Context: an optimization exercise on an open-source flow, tuned for small area. The choices shown serve that exercise and are no tape-out recipe. Function was checked by simulation only, so behaviour that the tests miss may differ from the original. Power is estimated from default activity; no workload was simulated.

[flow/design.v]
`default_nettype none
package pipeTypesPkg;
    localparam int wordWidth     = 32;
    localparam int regIndexWidth = 5;
    typedef logic [wordWidth-1:0]     wordT;       
    typedef logic [regIndexWidth-1:0] regIndexT;   
    typedef struct packed {
        logic     writeEnable;   
        regIndexT dest;
        wordT     value;         
    } producerT;
    typedef struct packed {
        logic     writeEnable;
        regIndexT dest;
        wordT     value;         
        logic     isLoad;        
        wordT     loadData;      
    } loadProducerT;
    localparam producerT idleProducer = '0;
endpackage
`default_nettype wire
`default_nettype none
package forwardPkg;
    typedef enum logic [2:0] {
        srcNone      = 3'd0,   
        srcExecute   = 3'd1,   
        srcExeMem    = 3'd2,
        srcMemWb     = 3'd3,
        srcWriteback = 3'd4    
    } forwardSourceE;
    localparam logic [4:0] zeroReg = 5'd0;
    localparam logic [4:0] linkReg = 5'd31;   
endpackage
`default_nettype wire
`timescale 1ns/1ps
`default_nettype none
module producerSelect #(
    parameter bit UseExecute = 1'b1,   
    parameter bit UseHold    = 1'b0,   
    parameter bit UseKeep    = 1'b0    
) (
    input  pipeTypesPkg::regIndexT request,
    input  logic                   take,        
    input  logic                   keepFall,    
    input  logic                   useFall,     
    input  logic                   holdTake,    
    input  logic                   holdOk,      
    input  pipeTypesPkg::wordT     fallback,
    input  pipeTypesPkg::wordT     holdValue,
    input  logic                   executeOk,   
    input  pipeTypesPkg::regIndexT executeDest,
    input  pipeTypesPkg::wordT     executeValue,
    input  logic                   exeMemOk,
    input  pipeTypesPkg::regIndexT exeMemDest,
    input  pipeTypesPkg::wordT     exeMemValue,
    input  logic                   memWbOk,
    input  pipeTypesPkg::regIndexT memWbDest,
    input  pipeTypesPkg::wordT     memWbValue,
    input  logic                   writebackOk,
    input  pipeTypesPkg::regIndexT writebackDest,
    input  pipeTypesPkg::wordT     writebackValue,
    output pipeTypesPkg::wordT     value,
    output logic                   hit
);
    logic executeHit, exeMemHit, memWbHit, writebackHit;
    logic selFall, selExecute, selExeMem, selMemWb, selWriteback, holdSel;
    assign executeHit   = UseExecute && executeOk && (executeDest == request);
    assign exeMemHit    = exeMemOk && (exeMemDest == request);
    assign memWbHit     = memWbOk && (memWbDest == request);
    assign writebackHit = writebackOk && (writebackDest == request);
    assign hit = executeHit || exeMemHit || memWbHit || writebackHit;
    logic pass, fallOk;
    logic missExecute, missToExeMem, missToMemWb;
    assign pass         = take && !(UseKeep && keepFall);
    assign fallOk       = (UseKeep && keepFall) || !hit;
    assign missExecute  = !executeHit;
    assign missToExeMem = !executeHit && !exeMemHit;
    assign missToMemWb  = !executeHit && !exeMemHit && !memWbHit;
    generate
        if (UseExecute && UseHold) begin : g_drive6
            andDrive2 #(.N(3)) drive2_i (
                .a({useFall, pass, holdTake}),
                .b({fallOk, executeHit, holdOk}),
                .y({selFall, selExecute, holdSel})
            );
            andDrive3 #(.N(3)) drive3_i (
                .a({pass, pass, pass}),
                .b({missExecute, missToExeMem, missToMemWb}),
                .c({exeMemHit, memWbHit, writebackHit}),
                .y({selExeMem, selMemWb, selWriteback})
            );
        end else begin : g_drive4
            andDrive2 #(.N(2)) drive2_i (
                .a({useFall, pass}),
                .b({fallOk, exeMemHit}),
                .y({selFall, selExeMem})
            );
            andDrive3 #(.N(2)) drive3_i (
                .a({pass, pass}),
                .b({missToExeMem, missToMemWb}),
                .c({memWbHit, writebackHit}),
                .y({selMemWb, selWriteback})
            );
            assign selExecute = 1'b0;
            assign holdSel    = 1'b0;
        end
    endgenerate
    generate
        if (UseExecute && UseHold) begin : g_six
            wordSelect #(.N(6)) mux_i (
                .sel ({selFall, selExecute, selExeMem, selMemWb, selWriteback, holdSel}),
                .data({fallback, executeValue, exeMemValue, memWbValue, writebackValue,
                       holdValue}),
                .value(value)
            );
        end else if (UseExecute) begin : g_five
            wordSelect #(.N(5)) mux_i (
                .sel ({selFall, selExecute, selExeMem, selMemWb, selWriteback}),
                .data({fallback, executeValue, exeMemValue, memWbValue, writebackValue}),
                .value(value)
            );
        end else if (UseHold) begin : g_fiveh
            wordSelect #(.N(5)) mux_i (
                .sel ({selFall, selExeMem, selMemWb, selWriteback, holdSel}),
                .data({fallback, exeMemValue, memWbValue, writebackValue, holdValue}),
                .value(value)
            );
        end else begin : g_four
            wordSelect #(.N(4)) mux_i (
                .sel ({selFall, selExeMem, selMemWb, selWriteback}),
                .data({fallback, exeMemValue, memWbValue, writebackValue}),
                .value(value)
            );
        end
    endgenerate
endmodule
`default_nettype wire
`timescale 1ns/1ps
`default_nettype none
module wordSelect #(
    parameter int N = 4
) (
    input  logic [N-1:0]    sel,
    input  logic [N*32-1:0] data,
    output logic [31:0]     value
);
    localparam int NLow  = (N > 3) ? 3 : N;
    localparam int NHigh = N - NLow;
    logic [31:0] lowN, highN;
    aoiWord #(.K(NLow)) low_i (
        .sel (sel[NLow-1:0]),
        .data(data[NLow*32-1:0]),
        .outN(lowN)
    );
    generate
        if (NHigh > 0) begin : g_high
            aoiWord #(.K(NHigh)) high_i (
                .sel (sel[N-1:NLow]),
                .data(data[N*32-1:NLow*32]),
                .outN(highN)
            );
        end else begin : g_nohigh
            assign highN = '1;
        end
    endgenerate
    nandWord nand_i (
        .a    (lowN),
        .b    (highN),
        .value(value)
    );
endmodule
`default_nettype wire
`timescale 1ns/1ps
`default_nettype none
module aoiWord #(
    parameter int K = 3
) (
    input  logic [K-1:0]    sel,
    input  logic [K*32-1:0] data,
    output logic [31:0]     outN
);
    logic [31:0] acc;
    always_comb begin
        acc = '0;
        for (int k = 0; k < K; k++) begin
            acc = acc | ({32{sel[k]}} & data[k*32 +: 32]);
        end
    end
    assign outN = ~acc;
endmodule
`default_nettype wire
`timescale 1ns/1ps
`default_nettype none
module nandWord (
    input  logic [31:0] a,
    input  logic [31:0] b,
    output logic [31:0] value
);
    assign value = ~(a & b);
endmodule
`default_nettype wire
`timescale 1ns/1ps
`default_nettype none
module andDrive2 #(
    parameter int N = 1
) (
    input  logic [N-1:0] a,
    input  logic [N-1:0] b,
    output logic [N-1:0] y
);
    assign y = a & b;
endmodule
`default_nettype wire
`timescale 1ns/1ps
`default_nettype none
module andDrive3 #(
    parameter int N = 1
) (
    input  logic [N-1:0] a,
    input  logic [N-1:0] b,
    input  logic [N-1:0] c,
    output logic [N-1:0] y
);
    assign y = a & b & c;
endmodule
`default_nettype wire
`timescale 1ns/1ps
`default_nettype none
module aluOperandForward (
    input  logic                   CLOCK,
    input  logic                   RESET,
    input  pipeTypesPkg::regIndexT regS,
    input  pipeTypesPkg::regIndexT regT,
    input  pipeTypesPkg::wordT     operandA,
    input  pipeTypesPkg::wordT     operandB,
    input  logic                   immediate,   
    input  logic                   jumpLink,    
    input  logic                   exeMemOk,
    input  pipeTypesPkg::regIndexT exeMemDest,
    input  pipeTypesPkg::wordT     exeMemValue,
    input  logic                   memWbOk,
    input  pipeTypesPkg::regIndexT memWbDest,
    input  pipeTypesPkg::wordT     memWbValue,
    input  logic                   writebackOk,
    input  pipeTypesPkg::regIndexT writebackDest,
    input  pipeTypesPkg::wordT     writebackValue,
    output pipeTypesPkg::wordT     forwardA,
    output pipeTypesPkg::wordT     forwardB,
    output logic                   aluForwarded
);
    pipeTypesPkg::wordT nextA, nextB;
    logic               hitA, hitB;
    producerSelect #(
        .UseExecute(1'b0),
        .UseHold   (1'b0),
        .UseKeep   (1'b1)
    ) selectA_i (
        .request       (regS),
        .take          (RESET),
        .keepFall      (jumpLink),
        .useFall       (RESET),
        .holdTake      (1'b0),
        .holdOk        (1'b0),
        .fallback      (operandA),
        .holdValue     ('0),
        .executeOk     (1'b0),
        .executeDest   ('0),
        .executeValue  ('0),
        .exeMemOk      (exeMemOk),
        .exeMemDest    (exeMemDest),
        .exeMemValue   (exeMemValue),
        .memWbOk       (memWbOk),
        .memWbDest     (memWbDest),
        .memWbValue    (memWbValue),
        .writebackOk   (writebackOk),
        .writebackDest (writebackDest),
        .writebackValue(writebackValue),
        .value         (nextA),
        .hit           (hitA)
    );
    producerSelect #(
        .UseExecute(1'b0),
        .UseHold   (1'b0),
        .UseKeep   (1'b1)
    ) selectB_i (
        .request       (regT),
        .take          (RESET),
        .keepFall      (immediate),
        .useFall       (RESET),
        .holdTake      (1'b0),
        .holdOk        (1'b0),
        .fallback      (operandB),
        .holdValue     ('0),
        .executeOk     (1'b0),
        .executeDest   ('0),
        .executeValue  ('0),
        .exeMemOk      (exeMemOk),
        .exeMemDest    (exeMemDest),
        .exeMemValue   (exeMemValue),
        .memWbOk       (memWbOk),
        .memWbDest     (memWbDest),
        .memWbValue    (memWbValue),
        .writebackOk   (writebackOk),
        .writebackDest (writebackDest),
        .writebackValue(writebackValue),
        .value         (nextB),
        .hit           (hitB)
    );
    always_ff @(posedge CLOCK) begin
        forwardA     <= nextA;
        forwardB     <= nextB;
        aluForwarded <= RESET && ((!jumpLink && hitA) || (!immediate && hitB));
    end
endmodule
`default_nettype wire
`timescale 1ns/1ps
`default_nettype none
module controlTransferForward (
    input  logic                   CLOCK,
    input  logic                   RESET,
    input  logic                   branchRequest,
    input  pipeTypesPkg::regIndexT branchRegS,
    input  pipeTypesPkg::regIndexT branchRegT,
    input  pipeTypesPkg::wordT     branchA,
    input  pipeTypesPkg::wordT     branchB,
    input  logic                   jumpRequest,
    input  pipeTypesPkg::regIndexT jumpReg,
    input  pipeTypesPkg::wordT     jumpValue,
    input  logic                   executeOk,
    input  pipeTypesPkg::regIndexT executeDest,
    input  pipeTypesPkg::wordT     executeValue,
    input  logic                   exeMemOk,
    input  pipeTypesPkg::regIndexT exeMemDest,
    input  pipeTypesPkg::wordT     exeMemValue,
    input  logic                   memWbOk,
    input  pipeTypesPkg::regIndexT memWbDest,
    input  pipeTypesPkg::wordT     memWbValue,
    input  logic                   writebackOk,
    input  pipeTypesPkg::regIndexT writebackDest,
    input  pipeTypesPkg::wordT     writebackValue,
    output pipeTypesPkg::wordT     branchOutA,
    output pipeTypesPkg::wordT     branchOutB,
    output logic                   branchForwarded,
    output pipeTypesPkg::wordT     jumpTarget,
    output logic                   jumpForwarded
);
    pipeTypesPkg::wordT nextA, nextB, nextJump;
    logic               hitA, hitB, hitJump;
    logic               branchTake, jumpTake;
    assign branchTake = RESET && branchRequest;
    assign jumpTake   = RESET && jumpRequest;
    producerSelect #(
        .UseExecute(1'b1),
        .UseHold   (1'b1)
    ) branchSelectA_i (
        .request       (branchRegS),
        .take          (branchTake),
        .keepFall      (1'b0),
        .useFall       (branchTake),
        .holdTake      (RESET),
        .holdOk        (!branchRequest),
        .fallback      (branchA),
        .holdValue     (branchOutA),
        .executeOk     (executeOk),
        .executeDest   (executeDest),
        .executeValue  (executeValue),
        .exeMemOk      (exeMemOk),
        .exeMemDest    (exeMemDest),
        .exeMemValue   (exeMemValue),
        .memWbOk       (memWbOk),
        .memWbDest     (memWbDest),
        .memWbValue    (memWbValue),
        .writebackOk   (writebackOk),
        .writebackDest (writebackDest),
        .writebackValue(writebackValue),
        .value         (nextA),
        .hit           (hitA)
    );
    producerSelect #(
        .UseExecute(1'b1),
        .UseHold   (1'b1)
    ) branchSelectB_i (
        .request       (branchRegT),
        .take          (branchTake),
        .keepFall      (1'b0),
        .useFall       (branchTake),
        .holdTake      (RESET),
        .holdOk        (!branchRequest),
        .fallback      (branchB),
        .holdValue     (branchOutB),
        .executeOk     (executeOk),
        .executeDest   (executeDest),
        .executeValue  (executeValue),
        .exeMemOk      (exeMemOk),
        .exeMemDest    (exeMemDest),
        .exeMemValue   (exeMemValue),
        .memWbOk       (memWbOk),
        .memWbDest     (memWbDest),
        .memWbValue    (memWbValue),
        .writebackOk   (writebackOk),
        .writebackDest (writebackDest),
        .writebackValue(writebackValue),
        .value         (nextB),
        .hit           (hitB)
    );
    producerSelect #(
        .UseExecute(1'b1),
        .UseHold   (1'b1)
    ) jumpSelect_i (
        .request       (jumpReg),
        .take          (jumpTake),
        .keepFall      (1'b0),
        .useFall       (jumpTake),
        .holdTake      (RESET),
        .holdOk        (!jumpRequest),
        .fallback      (jumpValue),
        .holdValue     (jumpTarget),
        .executeOk     (executeOk),
        .executeDest   (executeDest),
        .executeValue  (executeValue),
        .exeMemOk      (exeMemOk),
        .exeMemDest    (exeMemDest),
        .exeMemValue   (exeMemValue),
        .memWbOk       (memWbOk),
        .memWbDest     (memWbDest),
        .memWbValue    (memWbValue),
        .writebackOk   (writebackOk),
        .writebackDest (writebackDest),
        .writebackValue(writebackValue),
        .value         (nextJump),
        .hit           (hitJump)
    );
    always_ff @(posedge CLOCK) begin
        branchOutA      <= nextA;
        branchOutB      <= nextB;
        jumpTarget      <= nextJump;
        branchForwarded <= branchTake && (hitA || hitB);
        jumpForwarded   <= jumpTake && hitJump;
    end
endmodule
`default_nettype wire
`timescale 1ns/1ps
`default_nettype none
module forwardUnit (
    input  logic                       CLOCK,
    input  logic                       RESET,
    input  pipeTypesPkg::regIndexT     regS,
    input  pipeTypesPkg::regIndexT     regT,
    input  pipeTypesPkg::wordT         operandA,
    input  pipeTypesPkg::wordT         operandB,
    input  logic                       immediate,
    input  logic                       jumpLink,
    input  logic                       branchRequest,
    input  pipeTypesPkg::regIndexT     branchRegS,
    input  pipeTypesPkg::regIndexT     branchRegT,
    input  pipeTypesPkg::wordT         branchA,
    input  pipeTypesPkg::wordT         branchB,
    input  logic                       jumpRequest,
    input  pipeTypesPkg::regIndexT     jumpReg,
    input  pipeTypesPkg::wordT         jumpValue,
    input  pipeTypesPkg::producerT     executeProd,
    input  pipeTypesPkg::loadProducerT exeMemProd,
    input  pipeTypesPkg::producerT     memWbProd,
    input  pipeTypesPkg::producerT     writebackProd,
    output pipeTypesPkg::wordT         forwardA,
    output pipeTypesPkg::wordT         forwardB,
    output logic                       aluForwarded,
    output pipeTypesPkg::wordT         branchOutA,
    output pipeTypesPkg::wordT         branchOutB,
    output logic                       branchForwarded,
    output pipeTypesPkg::wordT         jumpTarget,
    output logic                       jumpForwarded
);
    logic               executeOk, exeMemOk, memWbOk, writebackOk;
    pipeTypesPkg::wordT exeMemValue;
    assign executeOk   = executeProd.writeEnable && (executeProd.dest != forwardPkg::zeroReg);
    assign exeMemOk    = exeMemProd.writeEnable && (exeMemProd.dest != forwardPkg::zeroReg);
    assign memWbOk     = memWbProd.writeEnable && (memWbProd.dest != forwardPkg::zeroReg);
    assign writebackOk = writebackProd.writeEnable
                         && (writebackProd.dest != forwardPkg::zeroReg);
    assign exeMemValue = exeMemProd.isLoad ? exeMemProd.loadData : exeMemProd.value;
    aluOperandForward alu_i (
        .CLOCK         (CLOCK),
        .RESET         (RESET),
        .regS          (regS),
        .regT          (regT),
        .operandA      (operandA),
        .operandB      (operandB),
        .immediate     (immediate),
        .jumpLink      (jumpLink),
        .exeMemOk      (exeMemOk),
        .exeMemDest    (exeMemProd.dest),
        .exeMemValue   (exeMemValue),
        .memWbOk       (memWbOk),
        .memWbDest     (memWbProd.dest),
        .memWbValue    (memWbProd.value),
        .writebackOk   (writebackOk),
        .writebackDest (writebackProd.dest),
        .writebackValue(writebackProd.value),
        .forwardA      (forwardA),
        .forwardB      (forwardB),
        .aluForwarded  (aluForwarded)
    );
    controlTransferForward control_i (
        .CLOCK          (CLOCK),
        .RESET          (RESET),
        .branchRequest  (branchRequest),
        .branchRegS     (branchRegS),
        .branchRegT     (branchRegT),
        .branchA        (branchA),
        .branchB        (branchB),
        .jumpRequest    (jumpRequest),
        .jumpReg        (jumpReg),
        .jumpValue      (jumpValue),
        .executeOk      (executeOk),
        .executeDest    (executeProd.dest),
        .executeValue   (executeProd.value),
        .exeMemOk       (exeMemOk),
        .exeMemDest     (exeMemProd.dest),
        .exeMemValue    (exeMemValue),
        .memWbOk        (memWbOk),
        .memWbDest      (memWbProd.dest),
        .memWbValue     (memWbProd.value),
        .writebackOk    (writebackOk),
        .writebackDest  (writebackProd.dest),
        .writebackValue (writebackProd.value),
        .branchOutA     (branchOutA),
        .branchOutB     (branchOutB),
        .branchForwarded(branchForwarded),
        .jumpTarget     (jumpTarget),
        .jumpForwarded  (jumpForwarded)
    );
endmodule
`default_nettype wire
[flow/flow/run.sh]
#!/bin/bash
# The standard layout with three changes after the (unchanged) standard synthesis:
# - the port buffers are made from the smallest buffer cell
# - the clock tree is built from clkbuf_8 without dummy loads
# - the large buffers and delay cells join the don't-use list, so that the placement's
#   buffering uses the small buffers
set -euo pipefail

bash standard.sh synth > synth.log 2>&1

base=$(make -s -C "$FLOW_HOME" DESIGN_CONFIG="$FLOW_CONFIG" WORK_HOME="$PWD/orfs" \
         print-DONT_USE_CELLS 2> print_dont_use.log | sed -n 's/^DONT_USE_CELLS: //p')
if [[ -z "$base" ]]; then
  echo "could not read the platform's DONT_USE_CELLS" >&2
  exit 1
fi
extra=""
for c in buf_6 buf_8 buf_12 buf_16 bufbuf_8 bufbuf_16 clkbuf_16 \
         clkdlybuf4s15_1 clkdlybuf4s15_2 clkdlybuf4s18_1 clkdlybuf4s18_2 \
         clkdlybuf4s25_1 clkdlybuf4s25_2 clkdlybuf4s50_1 clkdlybuf4s50_2 \
         dlygate4sd1_1 dlygate4sd2_1 dlygate4sd3_1 \
         dlymetal6s2s_1 dlymetal6s4s_1 dlymetal6s6s_1; do
  extra="$extra sky130_fd_sc_hd__$c"
done

bash standard.sh "DONT_USE_CELLS=$base$extra" \
  'BUFFER_PORTS_ARGS=-buffer_cell sky130_fd_sc_hd__buf_1' \
  'CTS_ARGS=-sink_clustering_enable -repair_clock_nets -buf_list sky130_fd_sc_hd__clkbuf_8 -dont_use_dummy_load' \
  finish > layout.log 2>&1
[flow/standard.sh]
#!/bin/bash
# synth_recipe.tcl (not shown) runs the flow's synth.tcl, then flattens the netlist and writes it again
# the make line also repeats each setting of config.mk as NAME=value (left out here)
make -C /OpenROAD-flow-scripts/flow DESIGN_CONFIG=/design/flow/config.mk WORK_HOME=/design/flow/orfs CLKGATE_MAP_FILE= SYNTH_SCRIPT=/design/flow/synth_recipe.tcl "${@:-finish}"
[flow/config.mk]
export PLATFORM = sky130hd
export DESIGN_NAME = forwardUnit
export DESIGN_NICKNAME = forwardUnit
export VERILOG_FILES = /design/flow/design.v
export SDC_FILE = /design/flow/constraint.sdc
export NUM_CORES = 4
export LEC_CHECK = 0
export CAP_MARGIN = 20
export CORE_MARGIN = 2
export CORE_UTILIZATION = 25
export CTS_BUF_LIST = sky130_fd_sc_hd__clkbuf_8
export PLACE_DENSITY = 0.45
export SLEW_MARGIN = 20
export SYNTH_HIERARCHICAL = 1
export SYNTH_MINIMUM_KEEP_SIZE = 0
[flow/constraint.sdc]
create_clock -name core_clock -period 4.0 [get_ports {CLOCK}]
set_input_delay 0.8000 -clock core_clock [delete_from_list [all_inputs] [get_ports {CLOCK}]]
set_output_delay 0.8000 -clock core_clock [all_outputs]
set_load 0.01 [all_outputs]
==> metrics.log, run 1 <==
[metrics] area of combinational cells with multiple inputs: 0.00522 sq mm
[metrics] final hold violation count: 0
[metrics] critical path startpoint category: primary input
[metrics] number of antenna violations at the first check in global routing: 0
[metrics] Die X: a little under 200 microns
[metrics] worst hold slack: 0.486 ns
[metrics] worst setup slack before clock tree synthesis: ~0.54 ns
[metrics] maximum clock skew at final layout: 0 ns
[metrics] library cell appearing most often on the critical path: sky130_fd_sc_hd__buf_1
[metrics] total vias in the final route: 11,500
[metrics] cell at the root of the clock tree: sky130_fd_sc_hd__clkbuf_8
[metrics] Critical Setup Path Class: in2reg
[metrics] count of input and output buffers: between 500 and 600
[metrics] Die ar.: 0.0387 sq mm
[metrics] Final WS setup: between 0.9 and 1 ns
[metrics] Mapped Area: 0.00929 sq mm
[metrics] final worst path period share: 75.9%
[metrics] number of resized instances in the post-cts repair step: 0
[metrics] reg-to-reg setup timing slack: 3.10 ns
[metrics] total wire length: 53,600 microns
[metrics] number of clock buffers inserted by TritonCTS: 17
[metrics] post-detailed-route wirelength per cell: 27.7 microns
[metrics] Sw Ratio: 33.4%
[metrics] number of global-route vias before repair: 11,500
[metrics] largest driver fanout on the critical path: 17
[metrics] post-synthesis net count: approximately 1,300
[metrics] setup repair after global routing missed its margin: no
[metrics] Finished Layout Cells: roughly 1,900
[metrics] switching power total: roughly 1200 uW
[metrics] Die Y: approximately 200 microns
[metrics] Worst-Margin Slew: 1.16 ns
[metrics] worst path buffer plus inverter count: 2
[metrics] placeable core region: approximately 0.037 sq mm
[metrics] Max stage delay on crit path: 0.80 ns
[metrics] CTS hold repair buffers: 0
[metrics] number of max-capacitance violations reported: 0
[metrics] share of the core filled with cells in the final layout: roughly a third
[metrics] clock-pin transition on the worst setup and hold timing paths: 0.10 ns
[metrics] logic gate share of total power: 23.2%
[metrics] status: complete, no violations
[metrics] post-CTS repair timing setup buffer count: 0
[metrics] gpl congestion: 0.852
[metrics] via density per instance: 5.94
[metrics] number of standard-cell rows in the floorplan: 70
[metrics] CTS tree: yes
[metrics] Worst VDD drop: 0.000195 V
[metrics] overall global routing resource usage: 26.3%
[metrics] H-tree Lvls: 4
[metrics] Sinks on Clock Net: 163
[metrics] arrival time reported for the critical path endpoint: 3.47 ns
[metrics] post-detailed-route count of antenna-violating nets: 0
[metrics] Slew Limit Headroom: 22.8%
[metrics] number of max-slew violations in the final report: 0
[metrics] buffer levels on the longest clock path: 2
[metrics] Worst Setup End Kind: register
[metrics] largest net degree at the start of global routing: 33
[metrics] post-route setup TNS: 0 ns
[metrics] kind of cell adding the most delay to the critical path: simple AND/OR/NAND/NOR gates
[metrics] first-pass detailed-route iteration total: 12
[metrics] first-pass GRT wire length: 75,100 microns
[metrics] part of the total power dissipated in sequential elements: about half
[metrics] area of all sequential standard cells: around 0.0033 sq mm
[metrics] Data required, critical path: roughly 4.4 ns
[metrics] HPWL Detailed: 38,600 microns
[metrics] proportion of layout cells with a drive suffix above 1: 7.24%
[metrics] Layout fillers: 4,066
[metrics] fin nets: 1,842
[metrics] max frequency: 0.329 GHz
[metrics] Initial Utilization: 25.4%
[metrics] Clk pwr share: 27.1%
[metrics] Area Growth Syn to Fin: 24.3%
[metrics] final period demand of the worst path: 3.04 ns
[metrics] areal power density over the cells: 314 mW/mm^2
[metrics] Int Pwr: between 2000 and 2500 uW
[metrics] cell count after synthesis: 961
[metrics] Cell Count Post-Placement: between 1,500 and 2,000
[metrics] DRC errors left: 0
[metrics] total number of yosys warnings: 10
[metrics] leakage power figure: 0.00464 uW
[metrics] violation count after the first detailed-routing iteration: 2,085
[metrics] GRT overflow: 0
[metrics] total setup violations reported at the end of the flow: 0
[metrics] latest clock arrival within the worst-skew pair: 0.47 ns
[metrics] IO Pins: roughly 540
[metrics] mean cell area of the mapped netlist: 9.66 sq um
[metrics] cell at the slowest stage of the critical path: sky130_fd_sc_hd__buf_1
[metrics] worst hold-check path type: in2reg
[metrics] cells along the critical path: buf_1 -> or4_1 -> o21a_1 -> and3_1 -> nor3_1 -> and3_2 -> buf_1 -> a222oi_1 -> nand2_1
metal layers:
layer  up-vias  track usage [%]  routed length (microns)
met5         -                0                        0
met4         0             10.3                     1400
met3        81             6.11                     5920
met2       861             45.8                    26400
met1      5574             31.3                    19800
li1       4972                -                        -
flip-flops by register name (all words and copies together) (netlist names):
name                       flops
alu_i.forwardB                32
alu_i.aluForwarded             1
control_i.jumpForwarded        1
control_i.branchOutA          32
control_i.branchForwarded      1
control_i.jumpTarget          32
alu_i.forwardA                32
control_i.branchOutB          32
power by group through the flow:
stage / clock network (uW) / registers, uW / logic, uW
floorplan: 0 / 1880 / 324
global placement: 0 / 1840 / 828
detailed placement: 0 / 1840 / 829
CTS: 1020 / 1800 / 832
global route: 1070 / 1810 / 902
finish: 984 / 1800 / 840
area by class of cell:
class / instances / area share [%]
antenna: 1 / 0.0217
clock buffer: 17 / 2.03
inverter: 9 / 0.293
multi-input combinational: 699 / 45.2
sequential: 163 / 28.3
tap: 468 / 5.07
timing repair buffer: 576 / 19.1
cell usage in the layout, fill, tap and decap left out, types with 15 or more instances in the layout:
master / instances
sky130_fd_sc_hd__nor4_1: 21
sky130_fd_sc_hd__xor2_1: 72
sky130_fd_sc_hd__and2_2: 15
sky130_fd_sc_hd__xnor2_1: 16
sky130_fd_sc_hd__buf_1: 548
sky130_fd_sc_hd__mux2_2: 30
sky130_fd_sc_hd__nand2_1: 224
sky130_fd_sc_hd__clkbuf_8: 17
sky130_fd_sc_hd__a222oi_1: 256
sky130_fd_sc_hd__and3_1: 19
sky130_fd_sc_hd__dfxtp_1: 163
sky130_fd_sc_hd__buf_2: 23
through the flow:
stage          total power, uW  cell area [sq um]
4_1_cts                   3650              11500
3_3_place_gp              2660              11300
3_5_place_dp              2670              11300
5_1_grt                   3780              11500
2_1_floorplan             2210               9290
6_report                  3620              11500
worst min-delay path: stages:
cell	delay, ns
sky130_fd_sc_hd__buf_1	0.07
sky130_fd_sc_hd__nand2_1	0.05
sky130_fd_sc_hd__nand2_1	0.04
final timing paths:
path                               startpoint                                to  depth (start not counted)
min                              operandA[21]        alu_i.forwardA[21]$_DFF_P_                          3
min reg2reg  control_i.branchOutA[19]$_DFF_P_  control_i.branchOutA[19]$_DFF_P_                          2
max                            exeMemProd[67]  control_i.branchOutA[12]$_DFF_P_                          9
max reg2reg   control_i.branchOutA[9]$_DFF_P_   control_i.branchOutA[9]$_DFF_P_                          2
==> inputs of run 2 (changes only) <==
--- a/flow/config.mk
+++ b/flow/config.mk
@@ -7,9 +7,9 @@
 export LEC_CHECK = 0
 export CAP_MARGIN = 20
 export CORE_MARGIN = 2
-export CORE_UTILIZATION = 25
+export CORE_UTILIZATION = 40
 export CTS_BUF_LIST = sky130_fd_sc_hd__clkbuf_8
-export PLACE_DENSITY = 0.45
+export PLACE_DENSITY = 0.7
 export SLEW_MARGIN = 20
 export SYNTH_HIERARCHICAL = 1
 export SYNTH_MINIMUM_KEEP_SIZE = 0
==> run 2 against run 1 <==
Still clean on timing, DRC and antenna. Routed wire length shrank 10%. Clock skew is the same. Area after synthesis is the same. Critical path depth is the same. Clock-buffer cell count is the same. Worst setup slack gained 0.044 ns. Non-clock buffer count shrank 21. First-iteration DRC count grew 37%. Flip-flop and latch count is the same. Via count grew 2.4%. Sequential share of layout area grew 0.75 points. Critical endpoint is now control_i.branchOutA[31]$_DFF_P_. Largest power group unchanged.
==> metrics.log, run 2 <==
[metrics] clock-pin transition on the worst setup and hold timing paths: 0.08 ns (was 0.10 ns)
[metrics] first-pass GRT wire length: 67,200 microns (was 75,100 microns)
[metrics] number of standard-cell rows in the floorplan: 55 (was 70)
[metrics] placeable core region: 0.0227 sq mm (was 0.0366 sq mm)
[metrics] gpl congestion: 0.979 (was 0.852)
[metrics] buffer levels on the longest clock path: 2 (unchanged)
[metrics] Cell Count Post-Placement: 1,711 (was 1,915)
[metrics] Critical Setup Path Class: in2reg (unchanged)
[metrics] Mapped Area: 0.00929 sq mm (unchanged)
[metrics] via density per instance: 6.76 (was 5.94)
[metrics] post-detailed-route count of antenna-violating nets: 0 (unchanged)
[metrics] Clk pwr share: 26.4% (was 27.1%)
[metrics] proportion of layout cells with a drive suffix above 1: 6.38% (was 7.24%)
[metrics] total vias in the final route: 11,800 (was 11,500)
[metrics] Area Growth Syn to Fin: 21.1% (was 24.3%)
[metrics] cell area after placement: 0.0110 sq mm (was 0.0113 sq mm)
[metrics] Finished Layout Cells: 1,739 (was 1,933)
[metrics] Die ar.: 0.0245 sq mm (was 0.0387 sq mm)
[metrics] final design area excluding fillers: 0.0112 sq mm (was 0.0115 sq mm)
[metrics] CTS hold repair buffers: 0 (unchanged)
[metrics] part of the total power dissipated in sequential elements: 50.3% (was 49.7%)
[metrics] final period demand of the worst path: 2.99 ns (was 3.04 ns)
[metrics] IO Pins: 539 (unchanged)
[metrics] GRT overflow: 0 (unchanged)
[metrics] reg-to-reg setup timing slack: 3.08 ns (was 3.10 ns)
[metrics] Sw Ratio: 32.6% (was 33.4%)
[metrics] final hold violation count: 0 (unchanged)
[metrics] post-CTS repair timing setup buffer count: 0 (unchanged)
[metrics] share of the core filled with cells in the final layout: 49.5% (was 31.5%)
[metrics] number of max-slew violations in the final report: 0 (unchanged)
[metrics] most common library cell in the layout ignoring fill and taps: sky130_fd_sc_hd__buf_1 (unchanged)
[metrics] H-tree Lvls: 4 (unchanged)
[metrics] number of resized instances in the post-cts repair step: 0 (unchanged)
[metrics] worst hold-check path type: reg2reg (was in2reg)
[metrics] commonest cells after routing, fill and taps aside: sky130_fd_sc_hd__buf_1 (541), sky130_fd_sc_hd__a222oi_1 (256), sky130_fd_sc_hd__nand2_1 (224), sky130_fd_sc_hd__dfxtp_1 (163), sky130_fd_sc_hd__xor2_1 (72) (was sky130_fd_sc_hd__buf_1 (548), sky130_fd_sc_hd__a222oi_1 (256), sky130_fd_sc_hd__nand2_1 (224), sky130_fd_sc_hd__dfxtp_1 (163), sky130_fd_sc_hd__xor2_1 (72))
[metrics] max frequency: 0.334 GHz (was 0.329 GHz)
[metrics] leakage power figure: 0.00456 uW (was 0.00464 uW)
[metrics] status: complete, no violations (unchanged)
[metrics] Layout fillers: 2,326 (was 4,066)
[metrics] number of antenna violations at the first check in global routing: 11 (was 0)
[metrics] largest net degree at the start of global routing: 33 (unchanged)
[metrics] first-pass detailed-route iteration total: 14 (was 12)
[metrics] areal power density over the cells: 319 mW/mm^2 (was 314 mW/mm^2)
[metrics] DRC errors left: 0 (unchanged)
[metrics] post-detailed-route wirelength per cell: 27.6 microns (was 27.7 microns)
[metrics] cell at the root of the clock tree: sky130_fd_sc_hd__clkbuf_8 (unchanged)
[metrics] arrival time reported for the critical path endpoint: 3.34 ns (was 3.47 ns)
[metrics] Worst-Margin Slew: 0.963 ns (was 1.16 ns)
[metrics] post-synthesis net count: 1,337 (unchanged)
[metrics] critical path startpoint category: primary input (unchanged)
[metrics] Final WS setup: 1.01 ns (was 0.964 ns)
[metrics] Worst VDD drop: 0.000180 V (was 0.000195 V)
[metrics] post-route setup TNS: 0 ns (unchanged)
[metrics] Worst Setup End Kind: register (unchanged)
[metrics] total wire length: 48,000 microns (was 53,600 microns)
[metrics] Int Pwr: 2410 uW (about the same)
[metrics] Initial Utilization: 40.9% (was 25.4%)
[metrics] maximum clock skew at final layout: 0 ns (unchanged)
[metrics] worst setup slack before clock tree synthesis: 0.646 ns (was 0.543 ns)
[metrics] setup repair after global routing missed its margin: no (unchanged)
[metrics] overall global routing resource usage: 36.8% (was 26.3%)
[metrics] Slew Limit Headroom: 35.8% (was 22.8%)
[metrics] switching power total: 1170 uW (was 1210 uW)
[metrics] cell count after synthesis: 961 (unchanged)
[metrics] final worst path period share: 74.8% (was 75.9%)
[metrics] CTS tree: yes (unchanged)
[metrics] number of clock buffers inserted by TritonCTS: 17 (unchanged)
[metrics] logic gate share of total power: 23.2% (about the same)
[metrics] mean cell area of the mapped netlist: 9.66 sq um (unchanged)
[metrics] Data required, critical path: 4.35 ns (was 4.43 ns)
[metrics] HPWL Detailed: 33,600 microns (was 38,600 microns)
[metrics] count of input and output buffers: 538 (unchanged)
[metrics] Die X: 156 microns (was 197 microns)
[metrics] Die Y: 156 microns (was 197 microns)
[metrics] Sinks on Clock Net: 163 (unchanged)
[metrics] number of global-route vias before repair: 11,200 (was 11,500)
[metrics] total setup violations reported at the end of the flow: 0 (unchanged)
[metrics] fin nets: 1,821 (was 1,842)
[metrics] number of max-capacitance violations reported: 0 (unchanged)
[metrics] largest driver fanout on the critical path: 16 (was 17)
[metrics] latest clock arrival within the worst-skew pair: 0.43 ns (was 0.47 ns)
[metrics] total number of yosys warnings: 10 (unchanged)
[metrics] violation count after the first detailed-routing iteration: 2,864 (was 2,085)
==> run 2: cell count changes in the layout (fill, tap and decap cells not counted) <==
| cell | delta |
|---|---|
| sky130_fd_sc_hd__buf_2 | -15 |
| sky130_fd_sc_hd__diode_2 | +10 |
| sky130_fd_sc_hd__buf_1 | -7 |
| sky130_fd_sc_hd__buf_4 | +1 |
==> run 2: final cells by class <==
cell class,count,area (sq um),share of cell area [%]
multi-input cells,699,5220,46.4
repair buffers,555,2110,18.8
inverters,9,33.8,0.300
flip-flops and latches,163,3260,29.0
diodes,11,27.5,0.245
well taps,285,357,3.17
clock buffers,17,234,2.08
==> run 2: routing by layer <==
metal	vias up	routed length [microns]	track usage, %
li1	4948	-	-
met1	5372	16400	43.6
met2	1215	21400	57.4
met3	225	7300	11.4
met4	0	2910	24.0
met5	-	0	0
==> run 2: metrics by stage <==
| stage | hold WS, ns | power, uW |
|---|---|---|
| 2_1_floorplan | 0.543 | 2210 |
| 6_report | 0.513 | 3580 |
| 3_3_place_gp | 0.486 | 2630 |
| 5_1_grt | 0.511 | 3710 |
| 3_5_place_dp | 0.492 | 2640 |
| 4_1_cts | 0.486 | 3560 |
==> run 2: path summary, 6_finish.rpt <==
check | start | end | depth (start not counted)
setup reg to reg | control_i.branchOutA[31]$_DFF_P_ | control_i.branchOutA[31]$_DFF_P_ | 2
hold / removal | control_i.jumpTarget[0]$_DFF_P_ | control_i.jumpTarget[0]$_DFF_P_ | 2
hold reg to reg | control_i.jumpTarget[0]$_DFF_P_ | control_i.jumpTarget[0]$_DFF_P_ | 2
setup / recovery | exeMemProd[65] | control_i.branchOutA[31]$_DFF_P_ | 9
==> run 2: power groups by stage <==
stage                     clock network, uW  logic [uW]  registers [uW]
after floorplan                           0         324            1880
after global placement                    0         792            1840
after detailed placement                  0         802            1840
after CTS                               952         805            1800
after global routing                   1020         881            1810
final                                   947         832            1800
==> run 2: critical path, stage by stage <==
cell                       delay, ns
sky130_fd_sc_hd__buf_1          0.21
sky130_fd_sc_hd__or4_1          0.56
sky130_fd_sc_hd__o21a_1         0.22
sky130_fd_sc_hd__and3_1         0.20
sky130_fd_sc_hd__nor3_1         0.21
sky130_fd_sc_hd__and3_2         0.49
sky130_fd_sc_hd__buf_4          0.35
sky130_fd_sc_hd__a222oi_1       0.15
sky130_fd_sc_hd__nand2_1        0.12

==> port drivers added, routing unchanged <==
The flow's constraints put no driver on any port. The routed layouts listed below were extracted and timed again, unchanged, in two steps. Step 1 assumes that a clkbuf_16 drives the clock port and a buf_2 every other input. Step 2, shift: input delay + t, output delay - t, t = (earliest + latest rising clock arrival at the registers) / 2. This alone moves slack from input paths to output paths. Three values: ideal ports, drivers, drivers and shift; two values: the first two.
run	t, ns	slack for setup (ns)	worst setup path at the end	slew at the worst register clock pin (ns)	pins driven straight from the clock port
run 1	0.526	0.964 / 0.989 / 0.464	input to register	0.12 / 0.12	1
run 2	0.470	1.008 / 1.024 / 0.554	input to register	0.11 / 0.11	1
After both steps every run listed still meets setup and hold. The setup slack of run 1, which loses most, moves by +0.025 ns with the drivers and by -0.500 ns with both steps.
